Background: an optimization exercise with open tools, aiming at a short achievable clock period and few clock cycles per item. Do not read the settings as production practice. Function was checked by simulation only, so behaviour that the tests miss may differ from the original. Power is estimated from default activity; no workload was simulated.

==> design/flow/design.v <==
package dmpi_pkg;
  localparam int MOTORS_DEF = 2;
  localparam int CFG_W      = 36;
  localparam logic [14:0] FULL_DRIVE = 15'd25600;
  localparam logic [31:0] RECIP_25600 = 32'd2748779070;
  typedef enum logic [1:0] {
    FUNC_TICK,
    FUNC_TARGET,
    FUNC_DIR,
    FUNC_ESTOP
  } func_t;
  typedef enum logic [2:0] {
    REG_RPM_PER_PULSE,
    REG_PERIOD_SECONDS,
    REG_PROP_GAIN,
    REG_INTEG_GAIN,
    REG_DERIV_GAIN,
    REG_INTEGRAL_LIMIT,
    REG_DRIVE_LIMIT,
    REG_PWM_PERIOD
  } reg_idx_t;
  typedef struct packed {
    logic [15:0] rpm_per_pulse;
    logic [15:0] period_seconds;
    logic [23:0] prop_gain;
    logic [23:0] integ_gain;
    logic [23:0] deriv_gain_per_period;
    logic [35:0] integral_limit;
    logic [14:0] drive_limit;
    logic [15:0] pwm_period_ticks;
  } cfg_t;
  localparam cfg_t CFG_RESET = {
    16'd6000,             
    16'd655,              
    24'd33554,            
    24'd83886,            
    24'd0,                
    36'd20971520000,      
    15'd7680,             
    16'd50                
  };
endpackage
import dmpi_pkg::*;
module dmpi_cfg (
  input  logic                      clk,
  input  logic                      rst,
  input  logic                      rst_q,
  input  logic                      we,
  input  logic [2:0]                index,
  input  logic [dmpi_pkg::CFG_W-1:0] data,
  output dmpi_pkg::cfg_t            cfg
);
  logic                       we_q;
  logic [2:0]                 index_q;
  logic [dmpi_pkg::CFG_W-1:0] data_q;
  always_ff @(posedge clk) begin
    we_q    <= we & ~rst;
    index_q <= index;
    data_q  <= data;
  end
  always_ff @(posedge clk) begin
    if (rst_q) begin
      cfg <= CFG_RESET;
    end else if (we_q) begin
      case (index_q)
        REG_RPM_PER_PULSE:  cfg.rpm_per_pulse         <= data_q[15:0];
        REG_PERIOD_SECONDS: cfg.period_seconds        <= data_q[15:0];
        REG_PROP_GAIN:      cfg.prop_gain             <= data_q[23:0];
        REG_INTEG_GAIN:     cfg.integ_gain            <= data_q[23:0];
        REG_DERIV_GAIN:     cfg.deriv_gain_per_period <= data_q[23:0];
        REG_INTEGRAL_LIMIT: cfg.integral_limit        <= data_q[35:0];
        REG_DRIVE_LIMIT:    cfg.drive_limit           <= data_q[14:0];
        REG_PWM_PERIOD:     cfg.pwm_period_ticks      <= data_q[15:0];
        default: ;
      endcase
    end
  end
endmodule
module dmpi_csa #(
  parameter int N = 3,
  parameter int M = 2,
  parameter int W = 8
) (
  input  logic [N*W-1:0] in,
  output logic [M*W-1:0] out
);
  function automatic integer rows_at(input integer lv);
    integer n;
    integer l;
    begin
      n = N;
      for (l = 0; l < lv; l = l + 1) n = n - n / 3;
      rows_at = n;
    end
  endfunction
  function automatic integer n_levels(input integer dummy);
    integer n;
    integer l;
    integer k;
    begin
      n = N;
      l = 0;
      for (k = 0; k < 32; k = k + 1) begin
        if (n > M) begin
          n = n - n / 3;
          l = l + 1;
        end
      end
      n_levels = l;
    end
  endfunction
  localparam int LV = n_levels(0);
  localparam int NF = rows_at(LV);
  logic [(LV+1)*N*W-1:0] r;
  assign r[N*W-1:0] = in;
  for (genvar l = 0; l < LV; l++) begin : g_lv
    localparam int NL = rows_at(l);
    localparam int G  = NL / 3;
    for (genvar g = 0; g < G; g++) begin : g_grp
      logic [W-1:0] a, b, c, mj;
      assign a  = r[(l*N + 3*g    )*W +: W];
      assign b  = r[(l*N + 3*g + 1)*W +: W];
      assign c  = r[(l*N + 3*g + 2)*W +: W];
      assign mj = (a & b) | (a & c) | (b & c);
      assign r[((l+1)*N + 2*g    )*W +: W] = a ^ b ^ c;
      assign r[((l+1)*N + 2*g + 1)*W +: W] = {mj[W-2:0], 1'b0};
    end
    for (genvar k = 3*G; k < NL; k++) begin : g_pass
      assign r[((l+1)*N + 2*G + k - 3*G)*W +: W] = r[(l*N + k)*W +: W];
    end
    for (genvar k = NL - G; k < N; k++) begin : g_zero
      assign r[((l+1)*N + k)*W +: W] = '0;
    end
  end
  for (genvar k = 0; k < M; k++) begin : g_out
    if (k < NF) begin : g_row
      assign out[k*W +: W] = r[(LV*N + k)*W +: W];
    end else begin : g_nil
      assign out[k*W +: W] = '0;
    end
  end
endmodule
import dmpi_pkg::*;
module dual_motor_speed_pi_controller #(
  parameter int MOTORS = dmpi_pkg::MOTORS_DEF
) (
  input  logic                       clk,
  input  logic                       rst,
  input  logic                       cmd_valid,
  output logic                       cmd_ready,
  input  logic [1:0]                 cmd_func,
  input  logic                       cmd_motor,
  input  logic [13:0]                cmd_pulses,
  input  logic [19:0]                cmd_target_speed,
  input  logic                       cmd_new_direction,
  output logic                       rsp_valid,
  input  logic                       rsp_ready,
  output logic                       rsp_motor_out,
  output logic [15:0]                rsp_compare_value,
  output logic                       rsp_brake_level,
  output logic                       rsp_direction_level,
  output logic                       rsp_running,
  output logic [19:0]                rsp_measured_speed,
  output logic                       rsp_ignored,
  input  logic                       cfg_we,
  input  logic [2:0]                 cfg_index,
  input  logic [dmpi_pkg::CFG_W-1:0] cfg_data
);
  localparam int CAP   = 14;    
  localparam int FD    = 16;    
  localparam int RSP_W = 41;
  localparam logic [38:0] KX  = ~(((39'd1 << 16) - 39'd1) << 20) + 39'd1;
  localparam logic [63:0] KPD = ~(((64'd1 << 24) - 64'd1) << 38) + 64'd1;
  logic rst_q;
  always_ff @(posedge clk) rst_q <= rst;
  dmpi_pkg::cfg_t cfg;
  dmpi_cfg u_cfg (
    .clk   (clk),
    .rst   (rst),
    .rst_q (rst_q),
    .we    (cfg_we),
    .index (cfg_index),
    .data  (cfg_data),
    .cfg   (cfg)
  );
  logic [36:0]      neg_lim;
  logic [14:0]      duty_lim;
  logic [47:0]      pm;
  logic [16*48-1:0] pm_rows;
  logic [3*48-1:0]  pm_c;
  logic [3*48-1:0]  pm_r;
  logic [2*48-1:0]  pm_c2;
  for (genvar j = 0; j < 16; j++) begin : g_pm_rows
    assign pm_rows[j*48 +: 48] = {48{cfg.pwm_period_ticks[j]}} & (48'(RECIP_25600) << j);
  end
  dmpi_csa #(.N(16), .M(3), .W(48)) u_pm1 (.in(pm_rows), .out(pm_c));
  dmpi_csa #(.N(3),  .M(2), .W(48)) u_pm2 (.in(pm_r),    .out(pm_c2));
  always_ff @(posedge clk) begin
    neg_lim  <= -{1'b0, cfg.integral_limit};
    duty_lim <= (cfg.drive_limit > FULL_DRIVE) ? 15'd0 : FULL_DRIVE - cfg.drive_limit;
    pm_r     <= pm_c;
    pm       <= pm_c2[47:0] + pm_c2[95:48];
  end
  logic [3:0] cnt_d;
  logic [3:0] cnt_now;
  logic       pop_q;
  logic       s0_v;
  assign cnt_now = cnt_d + {3'd0, s0_v} - {3'd0, pop_q};
  always_ff @(posedge clk) begin
    if (rst) begin
      cnt_d     <= '0;
      pop_q     <= 1'b0;
      cmd_ready <= 1'b1;
    end else begin
      cnt_d     <= cnt_now;
      pop_q     <= rsp_valid & rsp_ready;
      cmd_ready <= ({1'b0, cnt_now} + {4'd0, cmd_ready}) < 5'(CAP);
    end
  end
  logic [1:0]  s0_func;
  logic        s0_m;
  logic [13:0] s0_pulses;
  logic [19:0] s0_tgt;
  logic        s0_dir;
  always_ff @(posedge clk) begin
    s0_v      <= cmd_valid & cmd_ready & ~rst;
    s0_func   <= cmd_func;
    s0_m      <= cmd_motor;
    s0_pulses <= cmd_pulses;
    s0_tgt    <= cmd_target_speed;
    s0_dir    <= cmd_new_direction;
  end
  logic [1:0][19:0] tgt_st;
  logic [1:0]       run_st;
  logic [1:0]       brk_st;
  logic [1:0]       dir_st;
  logic [19:0] t_cur;
  logic        r_cur;
  logic        busy;
  logic        go1;
  logic        stop1;
  logic [19:0] t_nx;
  logic        r_nx;
  logic        b_nx;
  logic        d_nx;
  logic        clr1;
  logic        ign1;
  assign t_cur = tgt_st[s0_m];
  assign r_cur = run_st[s0_m];
  assign busy  = (t_cur != '0) | r_cur;
  assign go1   = (s0_func == FUNC_TICK) & r_cur & (|t_cur[19:1]);
  assign stop1 = (s0_func == FUNC_TICK) & ~go1;
  always_comb begin
    t_nx = t_cur;
    r_nx = r_cur;
    b_nx = brk_st[s0_m];
    d_nx = dir_st[s0_m];
    clr1 = 1'b0;
    ign1 = 1'b0;
    case (s0_func)
      FUNC_TARGET: begin
        t_nx = s0_tgt;
        if (s0_tgt != '0 && !r_cur) begin
          r_nx = 1'b1;
          b_nx = 1'b1;
        end else if (s0_tgt == '0 && r_cur) begin
          r_nx = 1'b0;
          b_nx = 1'b0;
          clr1 = 1'b1;
        end
      end
      FUNC_DIR: begin
        if (busy) ign1 = 1'b1;
        else      d_nx = s0_dir;
      end
      FUNC_ESTOP: begin
        t_nx = '0;
        r_nx = 1'b0;
        b_nx = 1'b0;
        clr1 = 1'b1;
      end
      default: ;
    endcase
  end
  always_ff @(posedge clk) begin
    if (rst_q) begin
      tgt_st <= '0;
      run_st <= '0;
      brk_st <= '0;
      dir_st <= '0;
    end else if (s0_v) begin
      tgt_st[s0_m] <= t_nx;
      run_st[s0_m] <= r_nx;
      brk_st[s0_m] <= b_nx;
      dir_st[s0_m] <= d_nx;
    end
  end
  logic [14*30-1:0] sp_rows;
  logic [3*30-1:0]  sp_c;
  for (genvar j = 0; j < 14; j++) begin : g_sp_rows
    assign sp_rows[j*30 +: 30] = {30{s0_pulses[j]}} & (30'(cfg.rpm_per_pulse) << j);
  end
  dmpi_csa #(.N(14), .M(3), .W(30)) u_sp (.in(sp_rows), .out(sp_c));
  typedef struct packed {
    logic m;
    logic go;
    logic stop;
    logic clr;
    logic ign;
    logic b;
    logic d;
    logic r;
  } ctl_t;
  logic            s1_v;
  ctl_t            s1_c;
  logic [19:0]     s1_t;
  logic [20:0]     s1_eb;
  logic [3*30-1:0] s1_sp;
  always_ff @(posedge clk) begin
    s1_v  <= s0_v & ~rst;
    s1_c  <= {s0_m, go1, stop1, clr1, ign1, b_nx, d_nx, r_nx};
    s1_t  <= t_cur;
    s1_eb <= {1'b0, t_cur} + 21'h100001;    
    s1_sp <= sp_c;
  end
  logic [1:0][19:0] spd_st;
  logic [29:0]     sp;
  logic            sat;
  logic [19:0]     s_nx;
  logic [5*22-1:0] ea_rows;
  logic [2*22-1:0] ea_c;
  logic [21:0]     e_a;
  logic [20:0]     e2;
  assign sp  = s1_sp[0 +: 30] + s1_sp[30 +: 30] + s1_sp[60 +: 30];
  assign sat = |sp[29:20];
  assign s_nx = s1_c.go ? (sat ? 20'hFFFFF : sp[19:0]) :
                (s1_c.stop ? 20'd0 : spd_st[s1_c.m]);
  assign ea_rows = {22'd3, ~s1_sp[60 +: 22], ~s1_sp[30 +: 22], ~s1_sp[0 +: 22], {2'b00, s1_t}};
  dmpi_csa #(.N(5), .M(2), .W(22)) u_ea (.in(ea_rows), .out(ea_c));
  assign e_a = ea_c[0 +: 22] + ea_c[22 +: 22];
  assign e2  = sat ? s1_eb : e_a[20:0];
  always_ff @(posedge clk) begin
    if (rst_q) begin
      spd_st <= '0;
    end else if (s1_v) begin
      spd_st[s1_c.m] <= s_nx;
    end
  end
  logic        s2_v;
  ctl_t        s2_c;
  logic [19:0] s2_s;
  logic [20:0] s2_e;
  always_ff @(posedge clk) begin
    s2_v <= s1_v & ~rst;
    s2_c <= s1_c;
    s2_s <= s_nx;
    s2_e <= e2;
  end
  logic [1:0][20:0] lerr_st;
  logic [21:0]      d_0;
  logic [21:0]      d_1;
  logic [21:0]      d3;
  assign d_0 = {s2_e[20], s2_e} - {lerr_st[0][20], lerr_st[0]};
  assign d_1 = {s2_e[20], s2_e} - {lerr_st[1][20], lerr_st[1]};
  assign d3  = s2_c.m ? d_1 : d_0;
  always_ff @(posedge clk) begin
    if (rst_q) begin
      lerr_st <= '0;
    end else if (s2_v) begin
      if (s2_c.go)        lerr_st[s2_c.m] <= s2_e;
      else if (s2_c.stop) lerr_st[s2_c.m] <= '0;
    end
  end
  logic [17*39-1:0] x_rows;
  logic [3*39-1:0]  x_c;
  for (genvar j = 0; j < 16; j++) begin : g_x_rows
    assign x_rows[j*39 +: 39] =
      39'({~(cfg.period_seconds[j] & s2_e[20]), {20{cfg.period_seconds[j]}} & s2_e[19:0]}) << j;
  end
  assign x_rows[16*39 +: 39] = KX;
  dmpi_csa #(.N(17), .M(3), .W(39)) u_x (.in(x_rows), .out(x_c));
  logic [25*64-1:0] p_rows;
  logic [4*64-1:0]  p_c;
  for (genvar j = 0; j < 24; j++) begin : g_p_rows
    assign p_rows[j*64 +: 64] =
      64'({~(cfg.prop_gain[j] & s2_e[20]), {20{cfg.prop_gain[j]}} & s2_e[19:0]}) << (j + 16);
  end
  assign p_rows[24*64 +: 64] = KPD;
  dmpi_csa #(.N(25), .M(4), .W(64)) u_p (.in(p_rows), .out(p_c));
  logic            s3_v;
  ctl_t            s3_c;
  logic [19:0]     s3_s;
  logic [21:0]     s3_d;
  logic [3*39-1:0] s3_x;
  logic [4*64-1:0] s3_p;
  always_ff @(posedge clk) begin
    s3_v <= s2_v & ~rst;
    s3_c <= s2_c;
    s3_s <= s2_s;
    s3_d <= d3;
    s3_x <= x_c;
    s3_p <= p_c;
  end
  logic [38:0]     lim39;
  logic [2*39-1:0] xa;
  logic [2*39-1:0] xm;
  logic [2*39-1:0] xp;
  assign lim39 = {3'b000, cfg.integral_limit};
  dmpi_csa #(.N(3), .M(2), .W(39)) u_xa (.in(s3_x), .out(xa));
  dmpi_csa #(.N(3), .M(2), .W(39)) u_xm (.in({~lim39, xa}), .out(xm));
  dmpi_csa #(.N(3), .M(2), .W(39)) u_xp (.in({lim39, xa}), .out(xp));
  logic [28*64-1:0] pd_rows;
  logic [4*64-1:0]  pd_c;
  for (genvar j = 0; j < 24; j++) begin : g_d_rows
    assign pd_rows[j*64 +: 64] =
      64'({~(cfg.deriv_gain_per_period[j] & s3_d[21]),
           {21{cfg.deriv_gain_per_period[j]}} & s3_d[20:0]}) << (j + 16);
  end
  assign pd_rows[24*64 +: 256] = s3_p;
  dmpi_csa #(.N(28), .M(4), .W(64)) u_pd (.in(pd_rows), .out(pd_c));
  logic            s4_v;
  ctl_t            s4_c;
  logic [19:0]     s4_s;
  logic [38:0]     s4_x;
  logic [38:0]     s4_xm;
  logic [38:0]     s4_xp;
  logic [4*64-1:0] s4_pd;
  always_ff @(posedge clk) begin
    s4_v  <= s3_v & ~rst;
    s4_c  <= s3_c;
    s4_s  <= s3_s;
    s4_x  <= xa[0 +: 39] + xa[39 +: 39];
    s4_xm <= xm[0 +: 39] + xm[39 +: 39];
    s4_xp <= xp[0 +: 39] + xp[39 +: 39];
    s4_pd <= pd_c;
  end
  logic [1:0][36:0] integ_st;
  logic [1:0][36:0] i_nx;
  for (genvar k = 0; k < 2; k++) begin : g_integ
    logic [38:0] i_ext;
    logic [38:0] i_s;
    logic [38:0] i_sm;
    logic [38:0] i_sp;
    assign i_ext   = {{2{integ_st[k][36]}}, integ_st[k]};
    assign i_s     = i_ext + s4_x;
    assign i_sm    = i_ext + s4_xm;
    assign i_sp    = i_ext + s4_xp;
    assign i_nx[k] = !i_sm[38] ? {1'b0, cfg.integral_limit} :
                     i_sp[38]  ? neg_lim : i_s[36:0];
  end
  always_ff @(posedge clk) begin
    if (rst_q) begin
      integ_st <= '0;
    end else if (s4_v) begin
      if (s4_c.go)        integ_st[s4_c.m] <= i_nx[s4_c.m];
      else if (s4_c.stop) integ_st[s4_c.m] <= '0;
    end
  end
  logic [2*64-1:0] pd2_c;
  dmpi_csa #(.N(4), .M(2), .W(64)) u_pd2 (.in(s4_pd), .out(pd2_c));
  logic            s5_v;
  ctl_t            s5_c;
  logic [19:0]     s5_s;
  logic [36:0]     s5_i;
  logic [2*64-1:0] s5_pd;
  always_ff @(posedge clk) begin
    s5_v  <= s4_v & ~rst;
    s5_c  <= s4_c;
    s5_s  <= s4_s;
    s5_i  <= i_nx[s4_c.m];
    s5_pd <= pd2_c;
  end
  logic [26*64-1:0] t_rows;
  logic [4*64-1:0]  t_c;
  for (genvar j = 0; j < 24; j++) begin : g_t_rows
    assign t_rows[j*64 +: 64] =
      64'({~(cfg.integ_gain[j] & s5_i[36]), {36{cfg.integ_gain[j]}} & s5_i[35:0]}) << j;
  end
  assign t_rows[24*64 +: 128] = s5_pd;
  dmpi_csa #(.N(26), .M(4), .W(64)) u_t (.in(t_rows), .out(t_c));
  logic            s6_v;
  ctl_t            s6_c;
  logic [19:0]     s6_s;
  logic [4*64-1:0] s6_t;
  always_ff @(posedge clk) begin
    s6_v <= s5_v & ~rst;
    s6_c <= s5_c;
    s6_s <= s5_s;
    s6_t <= t_c;
  end
  logic [2*64-1:0] t2_c;
  logic [63:0]     t_sum;
  dmpi_csa #(.N(4), .M(2), .W(64)) u_t2 (.in(s6_t), .out(t2_c));
  assign t_sum = t2_c[63:0] + t2_c[127:64];
  logic        s7_v;
  ctl_t        s7_c;
  logic [19:0] s7_s;
  logic [27:0] s7_df;
  always_ff @(posedge clk) begin
    s7_v  <= s6_v & ~rst;
    s7_c  <= s6_c;
    s7_s  <= s6_s;
    s7_df <= t_sum[63:36];
  end
  logic        df_neg;
  logic        df_over;
  logic [14:0] duty;
  assign df_neg  = s7_df[27];
  assign df_over = !df_neg && ((|s7_df[26:15]) || (s7_df[14:0] > cfg.drive_limit));
  assign duty    = df_neg  ? FULL_DRIVE :
                   df_over ? duty_lim :
                   (s7_df[14:0] > FULL_DRIVE) ? 15'd0 : FULL_DRIVE - s7_df[14:0];
  logic        s8_v;
  ctl_t        s8_c;
  logic [19:0] s8_s;
  logic [14:0] s8_duty;
  always_ff @(posedge clk) begin
    s8_v    <= s7_v & ~rst;
    s8_c    <= s7_c;
    s8_s    <= s7_s;
    s8_duty <= duty;
  end
  logic [15*62-1:0] y_rows;
  logic [3*62-1:0]  y_c;
  for (genvar j = 0; j < 15; j++) begin : g_y_rows
    assign y_rows[j*62 +: 62] = {62{s8_duty[j]}} & (62'(pm) << j);
  end
  dmpi_csa #(.N(15), .M(3), .W(62)) u_y (.in(y_rows), .out(y_c));
  logic            s9_v;
  ctl_t            s9_c;
  logic [19:0]     s9_s;
  logic [3*62-1:0] s9_y;
  always_ff @(posedge clk) begin
    s9_v <= s8_v & ~rst;
    s9_c <= s8_c;
    s9_s <= s8_s;
    s9_y <= y_c;
  end
  logic [2*62-1:0]  y2_c;
  logic [61:0]      y_sum;
  logic [1:0][15:0] cmp_st;
  logic [15:0]      c_nx;
  logic [RSP_W-1:0] rsp_w;
  dmpi_csa #(.N(3), .M(2), .W(62)) u_y2 (.in(s9_y), .out(y2_c));
  assign y_sum = y2_c[61:0] + y2_c[123:62];
  assign c_nx  = s9_c.go ? y_sum[61:46] :
                 (s9_c.stop | s9_c.clr) ? 16'd0 : cmp_st[s9_c.m];
  assign rsp_w = {s9_c.m, c_nx, s9_c.b, s9_c.d, s9_c.r, s9_s, s9_c.ign};
  always_ff @(posedge clk) begin
    if (rst_q) begin
      cmp_st <= '0;
    end else if (s9_v) begin
      cmp_st[s9_c.m] <= c_nx;
    end
  end
  logic [RSP_W-1:0] fifo [FD];
  logic [3:0]       wp;
  logic [3:0]       rp;
  logic             f_empty;
  logic             can_load;
  logic [RSP_W-1:0] rsp_q;
  assign f_empty  = (wp == rp);
  assign can_load = ~rsp_valid | rsp_ready;
  always_ff @(posedge clk) begin
    if (s9_v) fifo[wp] <= rsp_w;
  end
  always_ff @(posedge clk) begin
    if (rst) begin
      wp        <= '0;
      rp        <= '0;
      rsp_valid <= 1'b0;
    end else begin
      if (s9_v & ~(can_load & f_empty)) wp <= wp + 4'd1;
      if (can_load & ~f_empty)          rp <= rp + 4'd1;
      if (can_load)                     rsp_valid <= ~f_empty | s9_v;
    end
  end
  always_ff @(posedge clk) begin
    if (can_load) rsp_q <= f_empty ? rsp_w : fifo[rp];
  end
  assign {rsp_motor_out, rsp_compare_value, rsp_brake_level, rsp_direction_level,
          rsp_running, rsp_measured_speed, rsp_ignored} = rsp_q;
endmodule
==> design/flow/run.sh <==
#!/bin/bash
# synth_recipe.tcl (not shown) runs the flow's synth.tcl, then flattens the netlist and writes it again
# the make line also repeats each setting of config.mk as NAME=value (left out here)
make -C /OpenROAD-flow-scripts/flow DESIGN_CONFIG=/design/flow/config.mk WORK_HOME=/design/flow/orfs CLKGATE_MAP_FILE= SYNTH_SCRIPT=/design/flow/synth_recipe.tcl finish
==> design/flow/config.mk <==
export PLATFORM = sky130hd
export DESIGN_NAME = dual_motor_speed_pi_controller
export DESIGN_NICKNAME = dual_motor_speed_pi_controller
export VERILOG_FILES = /design/flow/design.v
export SDC_FILE = /design/flow/constraint.sdc
export NUM_CORES = 4
export LEC_CHECK = 0
export ABC_CLOCK_PERIOD_IN_PS = 3000
export CAP_MARGIN = 20
export CORE_MARGIN = 2
export CORE_UTILIZATION = 55
export PLACE_DENSITY = 0.65
export SLEW_MARGIN = 20
==> design/flow/constraint.sdc <==
create_clock -name core_clock -period 12.0 [get_ports {clk}]
set_input_delay 2.4000 -clock core_clock [delete_from_list [all_inputs] [get_ports {clk}]]
set_output_delay 2.4000 -clock core_clock [all_outputs]
set_load 0.01 [all_outputs]
==> results of run 1 <==
==> worst max-delay path, delay by kind of cell, from the launching register on <==
family | cells | cell delay, ns
AOI/OAI and AO/OA | 8 | 2.68
adders and majority gates | 3 | 1.31
and+or+nand+nor | 3 | 0.76
DFF | 1 | 0.32
==> registers in the layout (all words and copies together), names as in the netlist, 41 cells and up, named ones only <==
signal and cells:
fifo 656, s6_t 196, u_cfg.cfg 171, s4_pd 160
s9_y 157, s3_p 125, pm_r 100, s5_pd 94
s3_x 88, integ_st 74, s1_sp 68, pm 47
lerr_st 42, rsp_q 41
==> area by class of cell <==
cell class	instances	area, sq um	share of cell area
diodes	15	37.5	0.000172
clock buffers	411	8840	0.0404
clock inverters	161	1890	0.00864
inverters	3183	11900	0.0546
multi-input cells	11772	124000	0.567
flip-flops and latches	2808	63300	0.289
well taps	4816	6030	0.0275
repair buffers	315	2740	0.0125
==> logic make-up (layout without fill, tap and decap cells) <==
| kind of cell | after synthesis | count (layout) | synth area share |
|---|---|---|---|
| xor gates and xnor gates | 373 | 373 | 0.0162 |
| AOI/OAI and AO/OA | 1602 | 1602 | 0.0520 |
| buffers and inverters | 4051 | 4070 | 0.0755 |
| other | 0 | 15 | 0 |
| adders and majority gates | 4322 | 4322 | 0.382 |
| DFF | 2808 | 2808 | 0.313 |
| muxes | 387 | 387 | 0.0322 |
| and+or+nand+nor | 5088 | 5088 | 0.130 |
==> worst min path at each step <==
stage / depth (start not counted) / endpoint / start / slack [ns]
3_5_place_dp: 0 / s4_s[10] / s3_s[10] / 0.31
4_1_cts: 0 / s6_c[6] / s5_c[6] / 0.29
6_report: 0 / s4_pd[144] / s3_p[16] / 0.29
2_1_floorplan: 0 / pm[1] / pm_r[1] / 0.31
3_3_place_gp: 0 / s8_s[1] / s7_s[1] / 0.31
5_1_grt: 0 / s6_c[6] / s5_c[6] / 0.30
==> where the power goes <==
| part | internal (mW) | switching, mW | total, mW | leakage [nW] |
|---|---|---|---|---|
| sequential | 11.8 | 1.69 | 13.5 | 24.1 |
| combinational | 12.0 | 17.0 | 29.0 | 70.0 |
| clock | 5.88 | 4.16 | 10.0 | 5.26 |
==> cell usage in the layout (no fill, tap or decap), types with 321 or more instances in the layout <==
cell type / Yosys / final
nor2_1: 510 / 489
edfxtp_1: 697 / 697
and2_1: 2295 / 2295
a21oi_1: 543 / 542
clkbuf_16: 0 / 321
nand2_1: 1629 / 1629
dfxtp_1: 2111 / 2036
ha_1: 1249 / 1249
inv_1: 3182 / 3182
fa_1: 3073 / 3073
==> per-layer routing <==
layer / up-vias / track usage / routed length, microns
li1: 57638 / - / -
met1: 66619 / 0.392 / 223000
met2: 3961 / 0.487 / 255000
met3: 1061 / 0.0360 / 31200
met4: 2 / 0.126 / 26200
met5: - / 0 / 15
==> stage by stage <==
step	worst slack, ns	total power, mW	cell area [sq um]
2_1_floorplan	7.68	33.1	202000
6_report	6.78	52.5	219000
3_3_place_gp	6.83	42.1	208000
3_5_place_dp	6.86	42.6	208000
4_1_cts	6.78	52.9	219000
5_1_grt	6.42	57.4	219000
==> flow_summary.toml, run 1 <==
[placement]
dpl.hpwl_microns = 394000
place_congestion = 0.941
portBuffers = 124
dp.cells = 22893

[logic_synthesis]
synth_largest_area_cell = "fa_1"
postSynthCellCount = 18631
synthTopCellsByArea = "fa_1 (30%), dfxtp_1 (21%), edfxtp_1 (10%)"
synth.most_common_cell = "inv_1"
synth_area_sq_um = 202000
synth-seq-cells = 2808
ys_warn_count = 2
yosysTopAreaCellShare = 0.304
synth_cell_type_count = 95
synth_top_flop_cell = "dfxtp_1"
synth_edf_count = 697
synth.avg_cell_area_sq_um = 10.9
yosysSeqAreaShare = 0.313
ys_async_sr_fraction = 0
syn_nets = 23035
synth_common_cells = "inv_1 (3,182), fa_1 (3,073), and2_1 (2,295), dfxtp_1 (2,111), nand2_1 (1,629)"

[setup_path]
crit_fanout = 5
path_class = "flip-flop to flip-flop"
r2r_end = "s7_df[26]"
r2r-start = "s6_t[25]"
cpPeakStageDelay_ns = 0.55
rr_worst_depth = 14
rrSetupSlack_ns = 6.78
critical_path_arrival_ns = 6.05
end_kind = "flip-flop"
worstPathCellList = "fa_1 > fa_1 > ha_1 > nand4_1 > nor2_1 > o2111ai_1 > a21oi_1 > o21ai_0 > a211oi_1 > o21ai_0 > nand3b_1 > a32oi_1 > a211oi_1 > o21ba_2"
crit_start = "s6_t[25]"
cp_data_required_time_ns = 12.83
crit_end = "s7_df[26]"
cp-start-kind = "flip-flop"
cp_slowest_cell = "fa_1"

[sta]
hold_viol_final = 0
rsz0062_at_grt = "false"
worst_slew_pin_slew_ns = 1.22
period_share = 0.435
setup_viol = 0
hold_ws_ns = 0.289
fin_crit_ns = 5.22
slew_viol_final = 0
setup_tns_ns = 0
max_slew_margin = 0.183
fmaxAchievable_ghz = 0.192
finClkSkew_ns = 0.0887

[routing]
via_count = 129281
drc = 0
ant_nets = 0
wirelength_microns = 535000
first_iter_violations = 9070
wl_per_cell_microns = 22.8
via_per_inst = 5.51
dr.pass1.iters = 6

[clock_tree]
clk_path_buf_depth = 4
clk_pin_slew_ns = 0.07
cts-resized-gates = 0
root_buffer = "clkbuf_16"
cts-htree-levels = 5
numCtsBuffers = 314
post-cts-setup-buffers = 0
clock_latency_ns = 0.97
cts_tree = "yes"
cts_sinks = 2808
cts_hold_buf = 0

[pwr]
power_density_nw_per_um2 = 240
p_leak_nw = 99.4
ir_worst_vdd_mv = 0.318

[cells_and_area]
stdcell_count = 23481
nets = 22798
nFillCells = 30252
drive_above_1_share = 0.0596
final_core_util = 0.598
syn_to_final_growth_pct = 8.18

[floorplanning]
dieArea_sq_um = 372000
start_util = 0.553
rows = 222
dieWidth_microns = 610
core_sq_um = 366000
die-height_microns = 610
ioPinCount = 125

[global_route]
grt_pass1_wl_microns = 832000
grt_max_degree = 166
overflow = 0
antenna_found_initial = 28
grt.total_usage = 0.294
grt_pass1_vias = 138026

[flow_run]
maxCapViolCount = 0

[min_path]
min_path_type = "flip-flop to flip-flop"

[status]
status = "no timing/DRC/antenna violations"
Testbench counts, summed over its fixed seeds: cycles 1,373, items 1,285.
==> run 2, diff against run 1 <==
--- a/design/flow/design.v
+++ b/design/flow/design.v
@@ -141,4 +141,28 @@
   end
 endmodule
+module dmpi_r4rows #(
+  parameter int XW = 14,    
+  parameter int AW = 16,    
+  parameter int W  = 30,    
+  parameter int SH = 0      
+) (
+  input  logic [XW-1:0]             x,
+  input  logic [AW-1:0]             a,
+  input  logic [AW+1:0]             a3,
+  output logic [((XW+1)/2)*W-1:0]   rows
+);
+  localparam int ND = (XW + 1) / 2;
+  logic [XW:0] xe;
+  assign xe = {1'b0, x};
+  for (genvar k = 0; k < ND; k++) begin : g_row
+    logic [1:0]    d;
+    logic [AW+1:0] v;
+    assign d = xe[2*k +: 2];
+    assign v = ({(AW+2){d == 2'd1}} & {2'b00, a})
+             | ({(AW+2){d == 2'd2}} & {1'b0, a, 1'b0})
+             | ({(AW+2){d == 2'd3}} & a3);
+    assign rows[k*W +: W] = W'(v) << (2*k + SH);
+  end
+endmodule
 import dmpi_pkg::*;
 module dual_motor_speed_pi_controller #(
@@ -170,6 +194,4 @@
   localparam int FD    = 16;    
   localparam int RSP_W = 41;
-  localparam logic [38:0] KX  = ~(((39'd1 << 16) - 39'd1) << 20) + 39'd1;
-  localparam logic [63:0] KPD = ~(((64'd1 << 24) - 64'd1) << 38) + 64'd1;
   logic rst_q;
   always_ff @(posedge clk) rst_q <= rst;
@@ -196,5 +218,17 @@
   dmpi_csa #(.N(16), .M(3), .W(48)) u_pm1 (.in(pm_rows), .out(pm_c));
   dmpi_csa #(.N(3),  .M(2), .W(48)) u_pm2 (.in(pm_r),    .out(pm_c2));
-  always_ff @(posedge clk) begin
+  logic [17:0] rpm3;
+  logic [17:0] per3;
+  logic [25:0] prop3;
+  logic [25:0] der3;
+  logic [25:0] int3;
+  logic [49:0] pm3;
+  always_ff @(posedge clk) begin
+    rpm3     <= {2'b00, cfg.rpm_per_pulse} + {1'b0, cfg.rpm_per_pulse, 1'b0};
+    per3     <= {2'b00, cfg.period_seconds} + {1'b0, cfg.period_seconds, 1'b0};
+    prop3    <= {2'b00, cfg.prop_gain} + {1'b0, cfg.prop_gain, 1'b0};
+    der3     <= {2'b00, cfg.deriv_gain_per_period} + {1'b0, cfg.deriv_gain_per_period, 1'b0};
+    int3     <= {2'b00, cfg.integ_gain} + {1'b0, cfg.integ_gain, 1'b0};
+    pm3      <= {2'b00, pm} + {1'b0, pm, 1'b0};
     neg_lim  <= -{1'b0, cfg.integral_limit};
     duty_lim <= (cfg.drive_limit > FULL_DRIVE) ? 15'd0 : FULL_DRIVE - cfg.drive_limit;
@@ -296,10 +330,9 @@
     end
   end
-  logic [14*30-1:0] sp_rows;
-  logic [3*30-1:0]  sp_c;
-  for (genvar j = 0; j < 14; j++) begin : g_sp_rows
-    assign sp_rows[j*30 +: 30] = {30{s0_pulses[j]}} & (30'(cfg.rpm_per_pulse) << j);
-  end
-  dmpi_csa #(.N(14), .M(3), .W(30)) u_sp (.in(sp_rows), .out(sp_c));
+  logic [7*30-1:0] sp_rows;
+  logic [2*30-1:0] sp_c;
+  dmpi_r4rows #(.XW(14), .AW(16), .W(30), .SH(0)) u_sp_rows (
+    .x(s0_pulses), .a(cfg.rpm_per_pulse), .a3(rpm3), .rows(sp_rows));
+  dmpi_csa #(.N(7), .M(2), .W(30)) u_sp (.in(sp_rows), .out(sp_c));
   typedef struct packed {
     logic m;
@@ -315,11 +348,9 @@
   ctl_t            s1_c;
   logic [19:0]     s1_t;
-  logic [20:0]     s1_eb;
-  logic [3*30-1:0] s1_sp;
+  logic [2*30-1:0] s1_sp;
   always_ff @(posedge clk) begin
     s1_v  <= s0_v & ~rst;
     s1_c  <= {s0_m, go1, stop1, clr1, ign1, b_nx, d_nx, r_nx};
     s1_t  <= t_cur;
-    s1_eb <= {1'b0, t_cur} + 21'h100001;    
     s1_sp <= sp_c;
   end
@@ -328,16 +359,21 @@
   logic            sat;
   logic [19:0]     s_nx;
-  logic [5*22-1:0] ea_rows;
   logic [2*22-1:0] ea_c;
+  logic [20:0]     e_b;
   logic [21:0]     e_a;
   logic [20:0]     e2;
-  assign sp  = s1_sp[0 +: 30] + s1_sp[30 +: 30] + s1_sp[60 +: 30];
+  assign sp  = s1_sp[0 +: 30] + s1_sp[30 +: 30];
   assign sat = |sp[29:20];
   assign s_nx = s1_c.go ? (sat ? 20'hFFFFF : sp[19:0]) :
                 (s1_c.stop ? 20'd0 : spd_st[s1_c.m]);
-  assign ea_rows = {22'd3, ~s1_sp[60 +: 22], ~s1_sp[30 +: 22], ~s1_sp[0 +: 22], {2'b00, s1_t}};
-  dmpi_csa #(.N(5), .M(2), .W(22)) u_ea (.in(ea_rows), .out(ea_c));
-  assign e_a = ea_c[0 +: 22] + ea_c[22 +: 22];
-  assign e2  = sat ? s1_eb : e_a[20:0];
+  logic [43:0] ea_in;
+  logic [22:0] ea_sum;
+  assign ea_in = {~s1_sp[30 +: 22], ~s1_sp[0 +: 22]};
+  dmpi_csa #(.N(3), .M(2), .W(22)) u_ea (
+    .in({ea_in, {2'b00, s1_t}}), .out(ea_c));
+  assign ea_sum = {ea_c[0 +: 22], 1'b1} + {ea_c[23 +: 21], 1'b1, 1'b1};
+  assign e_a = ea_sum[22:1];
+  assign e_b = {1'b0, s1_t} + 21'h100001;    
+  assign e2  = sat ? e_b : e_a[20:0];
   always_ff @(posedge clk) begin
     if (rst_q) begin
@@ -372,20 +408,18 @@
     end
   end
-  logic [17*39-1:0] x_rows;
+  logic [12*39-1:0] x_rows;
   logic [3*39-1:0]  x_c;
-  for (genvar j = 0; j < 16; j++) begin : g_x_rows
-    assign x_rows[j*39 +: 39] =
-      39'({~(cfg.period_seconds[j] & s2_e[20]), {20{cfg.period_seconds[j]}} & s2_e[19:0]}) << j;
-  end
-  assign x_rows[16*39 +: 39] = KX;
-  dmpi_csa #(.N(17), .M(3), .W(39)) u_x (.in(x_rows), .out(x_c));
-  logic [25*64-1:0] p_rows;
-  logic [4*64-1:0]  p_c;
-  for (genvar j = 0; j < 24; j++) begin : g_p_rows
-    assign p_rows[j*64 +: 64] =
-      64'({~(cfg.prop_gain[j] & s2_e[20]), {20{cfg.prop_gain[j]}} & s2_e[19:0]}) << (j + 16);
-  end
-  assign p_rows[24*64 +: 64] = KPD;
-  dmpi_csa #(.N(25), .M(4), .W(64)) u_p (.in(p_rows), .out(p_c));
+  dmpi_r4rows #(.XW(20), .AW(16), .W(39), .SH(0)) u_x_rows (
+    .x(s2_e[19:0]), .a(cfg.period_seconds), .a3(per3), .rows(x_rows[10*39-1:0]));
+  assign x_rows[10*39 +: 39] = ~(39'(s2_e[20] ? cfg.period_seconds : 16'd0) << 20);
+  assign x_rows[11*39 +: 39] = 39'd1;
+  dmpi_csa #(.N(12), .M(3), .W(39)) u_x (.in(x_rows), .out(x_c));
+  logic [12*64-1:0] p_rows;
+  logic [3*64-1:0]  p_c;
+  dmpi_r4rows #(.XW(20), .AW(24), .W(64), .SH(16)) u_p_rows (
+    .x(s2_e[19:0]), .a(cfg.prop_gain), .a3(prop3), .rows(p_rows[10*64-1:0]));
+  assign p_rows[10*64 +: 64] = ~(64'(s2_e[20] ? cfg.prop_gain : 24'd0) << 36);
+  assign p_rows[11*64 +: 64] = 64'd3;
+  dmpi_csa #(.N(12), .M(3), .W(64)) u_p (.in(p_rows), .out(p_c));
   logic            s3_v;
   ctl_t            s3_c;
@@ -393,5 +427,5 @@
   logic [21:0]     s3_d;
   logic [3*39-1:0] s3_x;
-  logic [4*64-1:0] s3_p;
+  logic [3*64-1:0] s3_p;
   always_ff @(posedge clk) begin
     s3_v <= s2_v & ~rst;
@@ -410,13 +444,11 @@
   dmpi_csa #(.N(3), .M(2), .W(39)) u_xm (.in({~lim39, xa}), .out(xm));
   dmpi_csa #(.N(3), .M(2), .W(39)) u_xp (.in({lim39, xa}), .out(xp));
-  logic [28*64-1:0] pd_rows;
+  logic [15*64-1:0] pd_rows;
   logic [4*64-1:0]  pd_c;
-  for (genvar j = 0; j < 24; j++) begin : g_d_rows
-    assign pd_rows[j*64 +: 64] =
-      64'({~(cfg.deriv_gain_per_period[j] & s3_d[21]),
-           {21{cfg.deriv_gain_per_period[j]}} & s3_d[20:0]}) << (j + 16);
-  end
-  assign pd_rows[24*64 +: 256] = s3_p;
-  dmpi_csa #(.N(28), .M(4), .W(64)) u_pd (.in(pd_rows), .out(pd_c));
+  dmpi_r4rows #(.XW(21), .AW(24), .W(64), .SH(16)) u_d_rows (
+    .x(s3_d[20:0]), .a(cfg.deriv_gain_per_period), .a3(der3), .rows(pd_rows[11*64-1:0]));
+  assign pd_rows[11*64 +: 64] = ~(64'(s3_d[21] ? cfg.deriv_gain_per_period : 24'd0) << 37);
+  assign pd_rows[12*64 +: 192] = s3_p;
+  dmpi_csa #(.N(15), .M(4), .W(64)) u_pd (.in(pd_rows), .out(pd_c));
   logic            s4_v;
   ctl_t            s4_c;
@@ -471,16 +503,15 @@
     s5_pd <= pd2_c;
   end
-  logic [26*64-1:0] t_rows;
-  logic [4*64-1:0]  t_c;
-  for (genvar j = 0; j < 24; j++) begin : g_t_rows
-    assign t_rows[j*64 +: 64] =
-      64'({~(cfg.integ_gain[j] & s5_i[36]), {36{cfg.integ_gain[j]}} & s5_i[35:0]}) << j;
-  end
-  assign t_rows[24*64 +: 128] = s5_pd;
-  dmpi_csa #(.N(26), .M(4), .W(64)) u_t (.in(t_rows), .out(t_c));
+  logic [21*64-1:0] t_rows;
+  logic [5*64-1:0]  t_c;
+  dmpi_r4rows #(.XW(36), .AW(24), .W(64), .SH(0)) u_t_rows (
+    .x(s5_i[35:0]), .a(cfg.integ_gain), .a3(int3), .rows(t_rows[18*64-1:0]));
+  assign t_rows[18*64 +: 64] = ~(64'(s5_i[36] ? cfg.integ_gain : 24'd0) << 36);
+  assign t_rows[19*64 +: 128] = s5_pd;
+  dmpi_csa #(.N(21), .M(5), .W(64)) u_t (.in(t_rows), .out(t_c));
   logic            s6_v;
   ctl_t            s6_c;
   logic [19:0]     s6_s;
-  logic [4*64-1:0] s6_t;
+  logic [5*64-1:0] s6_t;
   always_ff @(posedge clk) begin
     s6_v <= s5_v & ~rst;
@@ -490,25 +521,48 @@
   end
   logic [2*64-1:0] t2_c;
-  logic [63:0]     t_sum;
-  dmpi_csa #(.N(4), .M(2), .W(64)) u_t2 (.in(s6_t), .out(t2_c));
-  assign t_sum = t2_c[63:0] + t2_c[127:64];
+  logic [36:0]     t_lo;
+  dmpi_csa #(.N(5), .M(2), .W(64)) u_t2 (.in(s6_t), .out(t2_c));
+  assign t_lo = {1'b0, t2_c[35:0]} + {1'b0, t2_c[64 +: 36]};
   logic        s7_v;
   ctl_t        s7_c;
   logic [19:0] s7_s;
-  logic [27:0] s7_df;
+  logic [27:0] s7_h0;
+  logic [27:0] s7_h1;
+  logic        s7_cy;
   always_ff @(posedge clk) begin
     s7_v  <= s6_v & ~rst;
     s7_c  <= s6_c;
     s7_s  <= s6_s;
-    s7_df <= t_sum[63:36];
-  end
+    s7_h0 <= t2_c[63:36];
+    s7_h1 <= t2_c[127:100];
+    s7_cy <= t_lo[36];
+  end
+  logic [28:0] df_neg_sum;
+  logic [28:0] df_gt_dl;
+  logic [28:0] df_gt_fd;
+  logic [15:0] df_sub;
+  logic [2*28-1:0] gl_c;
+  logic [2*28-1:0] gf_c;
+  logic [2*15-1:0] sb_c;
   logic        df_neg;
   logic        df_over;
+  logic        df_big;
   logic [14:0] duty;
-  assign df_neg  = s7_df[27];
-  assign df_over = !df_neg && ((|s7_df[26:15]) || (s7_df[14:0] > cfg.drive_limit));
+  assign df_neg_sum = {s7_h0, 1'b1} + {s7_h1, s7_cy};
+  assign df_neg     = df_neg_sum[28];
+  dmpi_csa #(.N(3), .M(2), .W(28)) u_gl (
+    .in({~{13'd0, cfg.drive_limit}, s7_h1, s7_h0}), .out(gl_c));
+  assign df_gt_dl = {gl_c[0 +: 28], 1'b1} + {gl_c[28 +: 28], s7_cy};
+  dmpi_csa #(.N(3), .M(2), .W(28)) u_gf (
+    .in({~28'd25600, s7_h1, s7_h0}), .out(gf_c));
+  assign df_gt_fd = {gf_c[0 +: 28], 1'b1} + {gf_c[28 +: 28], s7_cy};
+  dmpi_csa #(.N(3), .M(2), .W(15)) u_sb (
+    .in({~s7_h1[14:0], ~s7_h0[14:0], 15'd25601}), .out(sb_c));
+  assign df_sub = {sb_c[0 +: 15], 1'b1} + {sb_c[15 +: 15], ~s7_cy};
+  assign df_over = !df_neg && !df_gt_dl[28];
+  assign df_big  = !df_gt_fd[28];
   assign duty    = df_neg  ? FULL_DRIVE :
                    df_over ? duty_lim :
-                   (s7_df[14:0] > FULL_DRIVE) ? 15'd0 : FULL_DRIVE - s7_df[14:0];
+                   df_big  ? 15'd0 : df_sub[15:1];
   logic        s8_v;
   ctl_t        s8_c;
@@ -521,14 +575,13 @@
     s8_duty <= duty;
   end
-  logic [15*62-1:0] y_rows;
-  logic [3*62-1:0]  y_c;
-  for (genvar j = 0; j < 15; j++) begin : g_y_rows
-    assign y_rows[j*62 +: 62] = {62{s8_duty[j]}} & (62'(pm) << j);
-  end
-  dmpi_csa #(.N(15), .M(3), .W(62)) u_y (.in(y_rows), .out(y_c));
+  logic [8*62-1:0] y_rows;
+  logic [2*62-1:0] y_c;
+  dmpi_r4rows #(.XW(15), .AW(48), .W(62), .SH(0)) u_y_rows (
+    .x(s8_duty), .a(pm), .a3(pm3), .rows(y_rows));
+  dmpi_csa #(.N(8), .M(2), .W(62)) u_y (.in(y_rows), .out(y_c));
   logic            s9_v;
   ctl_t            s9_c;
   logic [19:0]     s9_s;
-  logic [3*62-1:0] s9_y;
+  logic [2*62-1:0] s9_y;
   always_ff @(posedge clk) begin
     s9_v <= s8_v & ~rst;
@@ -537,11 +590,9 @@
     s9_y <= y_c;
   end
-  logic [2*62-1:0]  y2_c;
   logic [61:0]      y_sum;
   logic [1:0][15:0] cmp_st;
   logic [15:0]      c_nx;
   logic [RSP_W-1:0] rsp_w;
-  dmpi_csa #(.N(3), .M(2), .W(62)) u_y2 (.in(s9_y), .out(y2_c));
-  assign y_sum = y2_c[61:0] + y2_c[123:62];
+  assign y_sum = s9_y[61:0] + s9_y[123:62];
   assign c_nx  = s9_c.go ? y_sum[61:46] :
                  (s9_c.stop | s9_c.clr) ? 16'd0 : cmp_st[s9_c.m];
==> design/flow/flow/run.sh (new file) <==
#!/bin/bash
set -euo pipefail
export SETUP_SLACK_MARGIN=8.3
export TNS_END_PERCENT=25
export BUFFER_PORTS_ARGS="-buffer_cell sky130_fd_sc_hd__buf_4"
bash standard.sh > standard.log 2>&1
==> design/flow/standard.sh (new file) <==
#!/bin/bash
# synth_recipe.tcl (not shown) runs the flow's synth.tcl, then flattens the netlist and writes it again
# the make line also repeats each setting of config.mk as NAME=value (left out here)
make -C /OpenROAD-flow-scripts/flow DESIGN_CONFIG=/design/flow/config.mk WORK_HOME=/design/flow/orfs CLKGATE_MAP_FILE= SYNTH_SCRIPT=/design/flow/synth_recipe.tcl "${@:-finish}"
--- a/design/flow/config.mk
+++ b/design/flow/config.mk
@@ -6,8 +6,6 @@
 export NUM_CORES = 4
 export LEC_CHECK = 0
-export ABC_CLOCK_PERIOD_IN_PS = 3000
 export CAP_MARGIN = 20
 export CORE_MARGIN = 2
-export CORE_UTILIZATION = 55
-export PLACE_DENSITY = 0.65
+export CORE_UTILIZATION = 45
 export SLEW_MARGIN = 20
removed: design/flow/run.sh
==> flow_summary.toml, run 2 <==
[sta]
hold_ws_ns = 0.260
max_slew_margin = 0.219
worst_slew_pin_slew_ns = 1.17
setup_tns_ns = 0
fmaxAchievable_ghz = 0.243
slew_viol_final = 0
hold_viol_final = 0
period_share = 0.343
setup_viol = 0
setup_slack_ns = 7.89
rsz0062_at_grt = "true"
fin_crit_ns = 4.11
finClkSkew_ns = 0.0965

[cells_and_area]
regMostFlops = "fifo"
syn_to_final_growth_pct = 12.3
reg.largest.list = "fifo (656), s6_t (227), s4_pd (180)"
stdcell_count = 24134
largest_reg_flops = 656
mostFrequentLayoutCells = "inv_1 (2,333), dfxtp_1 (2,107), fa_1 (1,731)"
final_cell_area_sq_um = 220000
nets = 21336
layout_commonest_cell = "inv_1"
nFillCells = 38951
drive_above_1_share = 0.185

[placement]
postPlaceCellArea_sq_um = 203000
dpl.hpwl_microns = 419000
dp.cells = 23297
place_congestion = 0.941
portBuffers = 124
place_ws_ns = 7.22

[logic_synthesis]
synth_top_flop_cell = "dfxtp_1"
synth_common_cells = "inv_1 (2,370), dfxtp_1 (2,269), fa_1 (1,750), ha_1 (1,405), mux2_2 (1,303)"
ys_async_sr_fraction = 0
syn_nets = 21521
ys_warn_count = 2
yosysTopAreaCellShare = 0.232
synth_cell_type_count = 104
synth_xor_area_frac = 0.0209
synth_area_sq_um = 196000
synthMuxAreaShare = 0.111
postSynthCellCount = 18284
synth_edf_count = 697
synth_top_family_by_area = "adder cells"
synth.most_common_cell = "inv_1"
synth.avg_cell_area_sq_um = 10.7
synthTopCellsByArea = "dfxtp_1 (23%), fa_1 (18%), edfxtp_1 (11%)"
synth-seq-cells = 2966
synth_simple_gate_area_share = 0.0669
yosysSeqAreaShare = 0.339
synth_compound_gate_area_share = 0.126
synth_largest_area_cell = "dfxtp_1"
synthAdderAreaFrac = 0.268

[floorplanning]
die-height_microns = 664
rows = 242
start_util = 0.451
core_sq_um = 434000
dieWidth_microns = 664
dieArea_sq_um = 441000
ioPinCount = 125

[routing]
drc = 0
first_iter_violations = 12665
dr.pass1.iters = 6
wl_per_cell_microns = 25.3
wirelength_microns = 610000
ant_nets = 0
via_count = 140049
via_per_inst = 5.80

[pwr]
p_clk_frac = 0.187
combPwrFrac = 0.562
intPower_mw = 32.5
power_density_nw_per_um2 = 259
netSwitchingFraction = 0.430
pwr-share-seq = 0.251
p_leak_nw = 94.4
ir_worst_vdd_mv = 0.293
netSwitchingPower_mw = 24.5

[global_route]
grtUsageMet2 = 0.425
grt_max_degree = 141
grt.busiest_layer = "met2"
grtUsageMet3 = 0.0498
overflow = 0
grt.total_usage = 0.268
grt_pass1_vias = 140132
grt_pass1_wl_microns = 904000
grt_use_met1 = 0.361
antenna_found_initial = 38

[status]
status = "no timing/DRC/antenna violations"

[setup_path]
crit_end = "rsp_measured_speed[2]"
r2r_end = "s4_xm[38]"
path_delay_family = "flip-flops"
r2r-start = "s3_x[92]"
path_class = "flip-flop to primary output"
path_depth = 1
cpPeakStageDelay_ns = 0.52
rr_worst_depth = 15
cp_data_required_time_ns = 9.60
rrSetupSlack_ns = 7.96
timing.critical_path.buf_inv = 1
end_kind = "primary output"
crit_fanout = 1
cp_slowest_cell = "edfxtp_1"
crit_start = "rsp_q[3]"
critical_path_arrival_ns = 1.71
cp-start-kind = "flip-flop"
worstPathCellList = "buf_6"

[clock_tree]
cts-htree-levels = 5
cts_tree = "yes"
clock_latency_ns = 1.00
clk_path_buf_depth = 4
root_buffer = "clkbuf_16"
clk_pin_slew_ns = 0.06
cts_sinks = 2966
numCtsBuffers = 338

[flow_run]
maxCapViolCount = 0

[min_path]
min_path_type = "flip-flop to flip-flop"
==> run 2: changes by cell type in the layout (fill, tap and decap cells not counted), sizes merged, moves of 440 or more <==
cell / before / now
fa: 3073 / 1750
a22oi: 8 / 813
buf: 192 / 632
a22o: 27 / 684
inv: 3204 / 2384
mux2: 29 / 1305
and2: 2295 / 70
==> run 2: cell families after synthesis <==
logic type,Yosys count
mux,1745
fa+ha+maj,3155
flops,2966
buf+inv,3556
simple gates,2840
xor+xnor,468
compound gates,3554
==> run 2: final cells by class <==
| cell class | instances | area, sq um | area share |
|---|---|---|---|
| clock buffer | 452 | 9410 | 0.0428 |
| clock inverter | 172 | 2100 | 0.00955 |
| antenna | 17 | 42.5 | 0.000193 |
| timing repair buffer | 652 | 6350 | 0.0289 |
| sequential | 2966 | 66600 | 0.303 |
| multi-input combinational | 11763 | 119000 | 0.542 |
| timing repair inverter | 1 | 5.00 | 0.0000227 |
| tap | 5734 | 7170 | 0.0326 |
| inverter | 2377 | 8990 | 0.0408 |
==> run 2: worst min-delay path by stage <==
stage | startpoint | to | slack (ns) | depth (start not counted)
floorplan | pm_r[1] | pm[1] | 0.31 | 0
global placement | s8_s[6] | s9_s[6] | 0.31 | 0
detailed placement | s1_c[0] | s2_c[0] | 0.31 | 0
CTS | s8_s[16] | s9_s[16] | 0.26 | 0
global route | s8_s[16] | s9_s[16] | 0.28 | 0
finish | s8_s[16] | s9_s[16] | 0.26 | 0
==> run 2: per-layer routing <==
layer / vias up / part of all wire / routed length, microns
met2: 6054 / 0.45 / 276000
met3: 1358 / 0.083 / 50700
met1: 70215 / 0.42 / 254000
met4: 24 / 0.047 / 28600
li1: 62398 / - / -
met5: - / 0.00031 / 191
==> run 2: power groups by stage <==
stage / clock network, mW / logic, mW / registers, mW
2_1_floorplan: 0 / 21.5 / 13.4
3_3_place_gp: 0 / 29.2 / 14.4
3_5_place_dp: 0 / 29.7 / 14.5
4_1_cts: 10.9 / 31.0 / 14.3
5_1_grt: 11.3 / 36.2 / 14.5
6_report: 10.7 / 32.1 / 14.3
==> run 2: timing repair <==
| item | in CTS | in global routing |
|---|---|---|
| hold buffers | 0 | 0 |
| pin swaps | 123 | 184 |
| endpoints found under the hold margin | 0 | 0 |
| gates resized for setup | 411 | 534 |
| cloned | 9 | 17 |
| setup endpoints to repair | 1012 | 871 |
| setup buffers | 79 | 90 |
==> run 2: per-stage QoR <==
step	power (mW)	utilization
2_1_floorplan	35.0	-
5_1_grt	62.0	0.507
3_5_place_dp	44.1	0.467
3_3_place_gp	43.7	0.467
6_report	57.1	0.507
4_1_cts	56.2	0.499
Testbench counts of run 2, summed over its fixed seeds: cycles 1,373, items 1,285.
==> run 3, diff against run 2 <==
--- a/design/flow/design.v
+++ b/design/flow/design.v
@@ -191,5 +191,5 @@
   input  logic [dmpi_pkg::CFG_W-1:0] cfg_data
 );
-  localparam int CAP   = 14;    
+  localparam int CAP   = 15;    
   localparam int FD    = 16;    
   localparam int RSP_W = 41;
@@ -210,12 +210,13 @@
   logic [47:0]      pm;
   logic [16*48-1:0] pm_rows;
-  logic [3*48-1:0]  pm_c;
-  logic [3*48-1:0]  pm_r;
+  logic [4*48-1:0]  pm_c;
+  logic [4*48-1:0]  pm_r;
   logic [2*48-1:0]  pm_c2;
+  logic [2*48-1:0]  pm_r2;
   for (genvar j = 0; j < 16; j++) begin : g_pm_rows
     assign pm_rows[j*48 +: 48] = {48{cfg.pwm_period_ticks[j]}} & (48'(RECIP_25600) << j);
   end
-  dmpi_csa #(.N(16), .M(3), .W(48)) u_pm1 (.in(pm_rows), .out(pm_c));
-  dmpi_csa #(.N(3),  .M(2), .W(48)) u_pm2 (.in(pm_r),    .out(pm_c2));
+  dmpi_csa #(.N(16), .M(4), .W(48)) u_pm1 (.in(pm_rows), .out(pm_c));
+  dmpi_csa #(.N(4),  .M(2), .W(48)) u_pm2 (.in(pm_r),    .out(pm_c2));
   logic [17:0] rpm3;
   logic [17:0] per3;
@@ -234,8 +235,10 @@
     duty_lim <= (cfg.drive_limit > FULL_DRIVE) ? 15'd0 : FULL_DRIVE - cfg.drive_limit;
     pm_r     <= pm_c;
-    pm       <= pm_c2[47:0] + pm_c2[95:48];
+    pm_r2    <= pm_c2;
+    pm       <= pm_r2[47:0] + pm_r2[95:48];
   end
   logic [3:0] cnt_d;
   logic [3:0] cnt_now;
+  logic       cmd_rdy;    
   logic       pop_q;
   logic       s0_v;
@@ -246,8 +249,10 @@
       pop_q     <= 1'b0;
       cmd_ready <= 1'b1;
+      cmd_rdy   <= 1'b1;
     end else begin
       cnt_d     <= cnt_now;
-      pop_q     <= rsp_valid & rsp_ready;
-      cmd_ready <= ({1'b0, cnt_now} + {4'd0, cmd_ready}) < 5'(CAP);
+      pop_q     <= rsp_v & rsp_ready;
+      cmd_ready <= ({1'b0, cnt_now} + {4'd0, cmd_rdy}) < 5'(CAP);
+      cmd_rdy   <= ({1'b0, cnt_now} + {4'd0, cmd_ready}) < 5'(CAP);
     end
   end
@@ -258,5 +263,5 @@
   logic        s0_dir;
   always_ff @(posedge clk) begin
-    s0_v      <= cmd_valid & cmd_ready & ~rst;
+    s0_v      <= cmd_valid & cmd_rdy & ~rst;
     s0_func   <= cmd_func;
     s0_m      <= cmd_motor;
@@ -364,5 +369,7 @@
   logic [20:0]     e2;
   assign sp  = s1_sp[0 +: 30] + s1_sp[30 +: 30];
-  assign sat = |sp[29:20];
+  logic [20:0] sp_lo;
+  assign sp_lo = {1'b0, s1_sp[0 +: 20]} + {1'b0, s1_sp[30 +: 20]};
+  assign sat = (|s1_sp[20 +: 10]) | (|s1_sp[50 +: 10]) | sp_lo[20];
   assign s_nx = s1_c.go ? (sat ? 20'hFFFFF : sp[19:0]) :
                 (s1_c.stop ? 20'd0 : spd_st[s1_c.m]);
@@ -399,5 +406,5 @@
   assign d_0 = {s2_e[20], s2_e} - {lerr_st[0][20], lerr_st[0]};
   assign d_1 = {s2_e[20], s2_e} - {lerr_st[1][20], lerr_st[1]};
-  assign d3  = s2_c.m ? d_1 : d_0;
+  assign d3  = ({22{s2_c.m}} & d_1) | ({22{~s2_c.m}} & d_0);
   always_ff @(posedge clk) begin
     if (rst_q) begin
@@ -455,6 +462,6 @@
   logic [19:0]     s4_s;
   logic [38:0]     s4_x;
-  logic [38:0]     s4_xm;
-  logic [38:0]     s4_xp;
+  logic [2*39-1:0] s4_xm;
+  logic [2*39-1:0] s4_xp;
   logic [4*64-1:0] s4_pd;
   always_ff @(posedge clk) begin
@@ -463,8 +470,26 @@
     s4_s  <= s3_s;
     s4_x  <= xa[0 +: 39] + xa[39 +: 39];
-    s4_xm <= xm[0 +: 39] + xm[39 +: 39];
-    s4_xp <= xp[0 +: 39] + xp[39 +: 39];
+    s4_xm <= xm;
+    s4_xp <= xp;
     s4_pd <= pd_c;
   end
+  logic [2*64-1:0] pd2_c;
+  dmpi_csa #(.N(4), .M(2), .W(64)) u_pd2 (.in(s4_pd), .out(pd2_c));
+  logic            s4b_v;
+  ctl_t            s4b_c;
+  logic [19:0]     s4b_s;
+  logic [38:0]     s4b_x;
+  logic [38:0]     s4b_xm;
+  logic [38:0]     s4b_xp;
+  logic [2*64-1:0] s4b_pd;
+  always_ff @(posedge clk) begin
+    s4b_v  <= s4_v & ~rst;
+    s4b_c  <= s4_c;
+    s4b_s  <= s4_s;
+    s4b_x  <= s4_x;
+    s4b_xm <= s4_xm[0 +: 39] + s4_xm[39 +: 39];
+    s4b_xp <= s4_xp[0 +: 39] + s4_xp[39 +: 39];
+    s4b_pd <= pd2_c;
+  end
   logic [1:0][36:0] integ_st;
   logic [1:0][36:0] i_nx;
@@ -475,7 +500,7 @@
     logic [38:0] i_sp;
     assign i_ext   = {{2{integ_st[k][36]}}, integ_st[k]};
-    assign i_s     = i_ext + s4_x;
-    assign i_sm    = i_ext + s4_xm;
-    assign i_sp    = i_ext + s4_xp;
+    assign i_s     = i_ext + s4b_x;
+    assign i_sm    = i_ext + s4b_xm;
+    assign i_sp    = i_ext + s4b_xp;
     assign i_nx[k] = !i_sm[38] ? {1'b0, cfg.integral_limit} :
                      i_sp[38]  ? neg_lim : i_s[36:0];
@@ -484,11 +509,9 @@
     if (rst_q) begin
       integ_st <= '0;
-    end else if (s4_v) begin
-      if (s4_c.go)        integ_st[s4_c.m] <= i_nx[s4_c.m];
-      else if (s4_c.stop) integ_st[s4_c.m] <= '0;
+    end else if (s4b_v) begin
+      if (s4b_c.go)        integ_st[s4b_c.m] <= i_nx[s4b_c.m];
+      else if (s4b_c.stop) integ_st[s4b_c.m] <= '0;
     end
   end
-  logic [2*64-1:0] pd2_c;
-  dmpi_csa #(.N(4), .M(2), .W(64)) u_pd2 (.in(s4_pd), .out(pd2_c));
   logic            s5_v;
   ctl_t            s5_c;
@@ -497,9 +520,9 @@
   logic [2*64-1:0] s5_pd;
   always_ff @(posedge clk) begin
-    s5_v  <= s4_v & ~rst;
-    s5_c  <= s4_c;
-    s5_s  <= s4_s;
-    s5_i  <= i_nx[s4_c.m];
-    s5_pd <= pd2_c;
+    s5_v  <= s4b_v & ~rst;
+    s5_c  <= s4b_c;
+    s5_s  <= s4b_s;
+    s5_i  <= i_nx[s4b_c.m];
+    s5_pd <= s4b_pd;
   end
   logic [21*64-1:0] t_rows;
@@ -610,7 +633,13 @@
   logic             f_empty;
   logic             can_load;
+  logic             rsp_v;
+  logic             v_nx;
+  logic [RSP_W-1:0] w_nx;
   logic [RSP_W-1:0] rsp_q;
+  logic [RSP_W-1:0] rsp_h;
   assign f_empty  = (wp == rp);
-  assign can_load = ~rsp_valid | rsp_ready;
+  assign can_load = ~rsp_v | rsp_ready;
+  assign v_nx     = ~f_empty | s9_v;
+  assign w_nx     = f_empty ? rsp_w : fifo[rp];
   always_ff @(posedge clk) begin
     if (s9_v) fifo[wp] <= rsp_w;
@@ -621,12 +650,15 @@
       rp        <= '0;
       rsp_valid <= 1'b0;
+      rsp_v     <= 1'b0;
     end else begin
       if (s9_v & ~(can_load & f_empty)) wp <= wp + 4'd1;
       if (can_load & ~f_empty)          rp <= rp + 4'd1;
-      if (can_load)                     rsp_valid <= ~f_empty | s9_v;
+      rsp_valid <= can_load ? v_nx : rsp_v;
+      rsp_v     <= can_load ? v_nx : rsp_valid;
     end
   end
   always_ff @(posedge clk) begin
-    if (can_load) rsp_q <= f_empty ? rsp_w : fifo[rp];
+    rsp_q <= can_load ? w_nx : rsp_h;
+    rsp_h <= can_load ? w_nx : rsp_q;
   end
   assign {rsp_motor_out, rsp_compare_value, rsp_brake_level, rsp_direction_level,
==> design/flow/flow/run.sh (replaced) <==
#!/bin/bash
set -euo pipefail
export SETUP_SLACK_MARGIN=8.6
export TNS_END_PERCENT=25
export BUFFER_PORTS_ARGS="-buffer_cell sky130_fd_sc_hd__buf_4"
bash standard.sh > standard.log 2>&1
--- a/design/flow/config.mk
+++ b/design/flow/config.mk
@@ -9,3 +9,5 @@
 export CORE_MARGIN = 2
 export CORE_UTILIZATION = 45
+export CTS_CLUSTER_DIAMETER = 100
+export CTS_CLUSTER_SIZE = 30
 export SLEW_MARGIN = 20
==> flow_summary.toml, run 3 <==
[global_route]
grtUsageMet3 = 0.0638
grt.total_usage = 0.278
grtUsageMet2 = 0.438
grt_pass1_vias = 146873
grt.busiest_layer = "met2"
overflow = 0
grt_pass1_wl_microns = 974000
antenna_found_initial = 51
grt_use_met1 = 0.365
grt_max_degree = 88

[min_path]
hp-start = "s4b_pd[39]"
min_path_type = "flip-flop to flip-flop"
hold_path_end = "s5_pd[39]"
hold_depth = 0

[logic_synthesis]
synthTopCellsByArea = "dfxtp_1 (27%), fa_1 (17%), edfxtp_1 (9.5%)"
yosysSeqAreaShare = 0.364
synth_edf_count = 656
synth_cell_type_count = 101
yosysTopAreaCellShare = 0.269
synth.avg_cell_area_sq_um = 10.9
synth.most_common_cell = "dfxtp_1"
synth_common_cells = "dfxtp_1 (2,774), inv_1 (2,361), fa_1 (1,779), ha_1 (1,420), mux2_2 (1,293)"
synth_top_flop_cell = "dfxtp_1"
synth-seq-cells = 3430
syn_nets = 22240
synth_largest_area_cell = "dfxtp_1"
postSynthCellCount = 18959
ys_warn_count = 2
ys_async_sr_fraction = 0
synth_area_sq_um = 207000

[routing]
dr.pass1.iters = 7
via_count = 147702
wl_per_cell_microns = 26.9
via_per_inst = 5.84
first_iter_violations = 15215
ant_nets = 0
drc = 0
wirelength_microns = 680000

[sta]
hold_ws_ns = 0.292
setup_tns_ns = 0
max_slew_margin = 0.174
setup_viol = 0
rsz0062_at_grt = "true"
hold_viol_final = 0
finClkSkew_ns = 0.0896
setup_slack_ns = 8.09
slew_viol_final = 0
fmaxAchievable_ghz = 0.256
worst_slew_pin_slew_ns = 1.24
fin_crit_ns = 3.91
period_share = 0.326

[placement]
dp.cells = 24354
place_ws_ns = 7.23
dpl.hpwl_microns = 442000
place_congestion = 0.931
portBuffers = 124
postPlaceCellArea_sq_um = 214000

[clock_tree]
clk_path_buf_depth = 4
numCtsBuffers = 167
cts_tree = "yes"
cts-htree-levels = 4
clk_pin_slew_ns = 0.12
cts_sinks = 3430
clock_latency_ns = 0.97
root_buffer = "clkbuf_16"
cts_hold_buf = 0

[setup_path]
path_class = "flip-flop to primary output"
cp-start-kind = "flip-flop"
worstPathCellList = "buf_6"
crit_fanout = 2
rrSetupSlack_ns = 8.36
critical_path_arrival_ns = 1.51
timing.critical_path.buf_inv = 1
end_kind = "primary output"
rr_worst_depth = 13
r2r-start = "s9_y[40]"
cpPeakStageDelay_ns = 0.41
r2r_end = "fifo[9][32]"
path_delay_family = "flip-flops"
crit_start = "rsp_q[38]"
cp_slowest_cell = "dfxtp_4"
cp_data_required_time_ns = 9.60

[cells_and_area]
layout_commonest_cell = "dfxtp_1"
reg.largest.list = "fifo (656), s6_t (227), s4_pd (180)"
largest_reg_flops = 656
final_cell_area_sq_um = 235000
nets = 22311
stdcell_count = 25277
nFillCells = 40545
regMostFlops = "fifo"
syn_to_final_growth_pct = 13.5
drive_above_1_share = 0.202
mostFrequentLayoutCells = "dfxtp_1 (2,497), inv_1 (2,276), fa_1 (1,679)"

[floorplanning]
dieWidth_microns = 682
dieArea_sq_um = 465000
core_sq_um = 457000
ioPinCount = 125
die-height_microns = 682
start_util = 0.452
rows = 248

[pwr]
ir_worst_vdd_mv = 0.204
p_leak_nw = 100
power_density_nw_per_um2 = 225

[status]
status = "no timing/DRC/antenna violations"

[flow_run]
maxCapViolCount = 0
run 3: cell count changes after synthesis, moves of 22 or more:
cell,change
o21a_1,+65
a21oi_1,+73
clkbuf_1,+29
a22oi_1,-28
a21o_1,+49
xor2_1,+22
fa_1,+29
o21ai_1,-45
dfxtp_1,+505
edfxtp_1,-41
run 3: routing by layer:
layer | up-vias | part of all wire | wire [microns]
met1 | 73772 | 0.40 | 273000
met5 | - | 0.00029 | 199
met3 | 1741 | 0.10 | 68000
met4 | 30 | 0.055 | 37700
li1 | 64881 | - | -
met2 | 7278 | 0.44 | 301000
run 3: power by group:
group	total, mW	internal [mW]	switching, mW
Sequential	16.3	14.3	2.02
Clock	7.13	2.91	4.22
Combinational	29.3	12.9	16.4
Total	52.7	30.1	22.6
run 3: through the flow:
step	util	power (mW)
floorplan	-	33.2
finish	0.513	52.7
global route	0.513	56.7
global placement	0.468	41.0
CTS	0.499	50.1
detailed placement	0.468	41.4
run 3: final cells by class:
cell class	count	area [sq um]	area share
Timing Repair inverter	1	7.51	0.0000320
Tap cell	6125	7660	0.0327
Clock inverter	68	1120	0.00479
Multi-Input combinational cell	11957	122000	0.521
Clock buffer	207	4530	0.0193
Sequential cell	3430	75900	0.324
Inverter	2368	8960	0.0382
Timing Repair Buffer	1105	14200	0.0605
Antenna cell	16	40.0	0.000171
run 3: what timing repair did:
item | CTS | global route
resized for setup | 935 | 1027
setup buffers | 276 | 208
setup endpoints to repair | 1244 | 1120
cloned | 87 | 60
pin swaps | 238 | 298
run 3: logic make-up (layout without fill, tap and decap cells):
logic type / after synthesis / count (layout) / synth area share
other cells: 0 / 16 / 0
fa+ha+maj: 3200 / 3200 / 0.258
simple gates: 2819 / 2824 / 0.0622
xor+xnor: 481 / 481 / 0.0204
compound gates: 3733 / 3734 / 0.126
flops: 3430 / 3430 / 0.364
buf+inv: 3578 / 3749 / 0.0652
mux: 1718 / 1718 / 0.103
run 3: worst max-delay path by stage:
| stage | end | slack (ns) | depth (start not counted) |
|---|---|---|---|
| 3_5_place_dp | fifo[2][39] | 7.23 | 13 |
| 3_3_place_gp | s5_i[35] | 7.32 | 13 |
| 4_1_cts | rsp_compare_value[14] | 8.05 | 1 |
| 6_report | rsp_compare_value[14] | 8.09 | 1 |
| 5_1_grt | rsp_compare_value[14] | 8.06 | 1 |
| 2_1_floorplan | fifo[2][0] | 7.99 | 3 |
Testbench counts of run 3, summed over its fixed seeds: cycles 1,381, items 1,285.
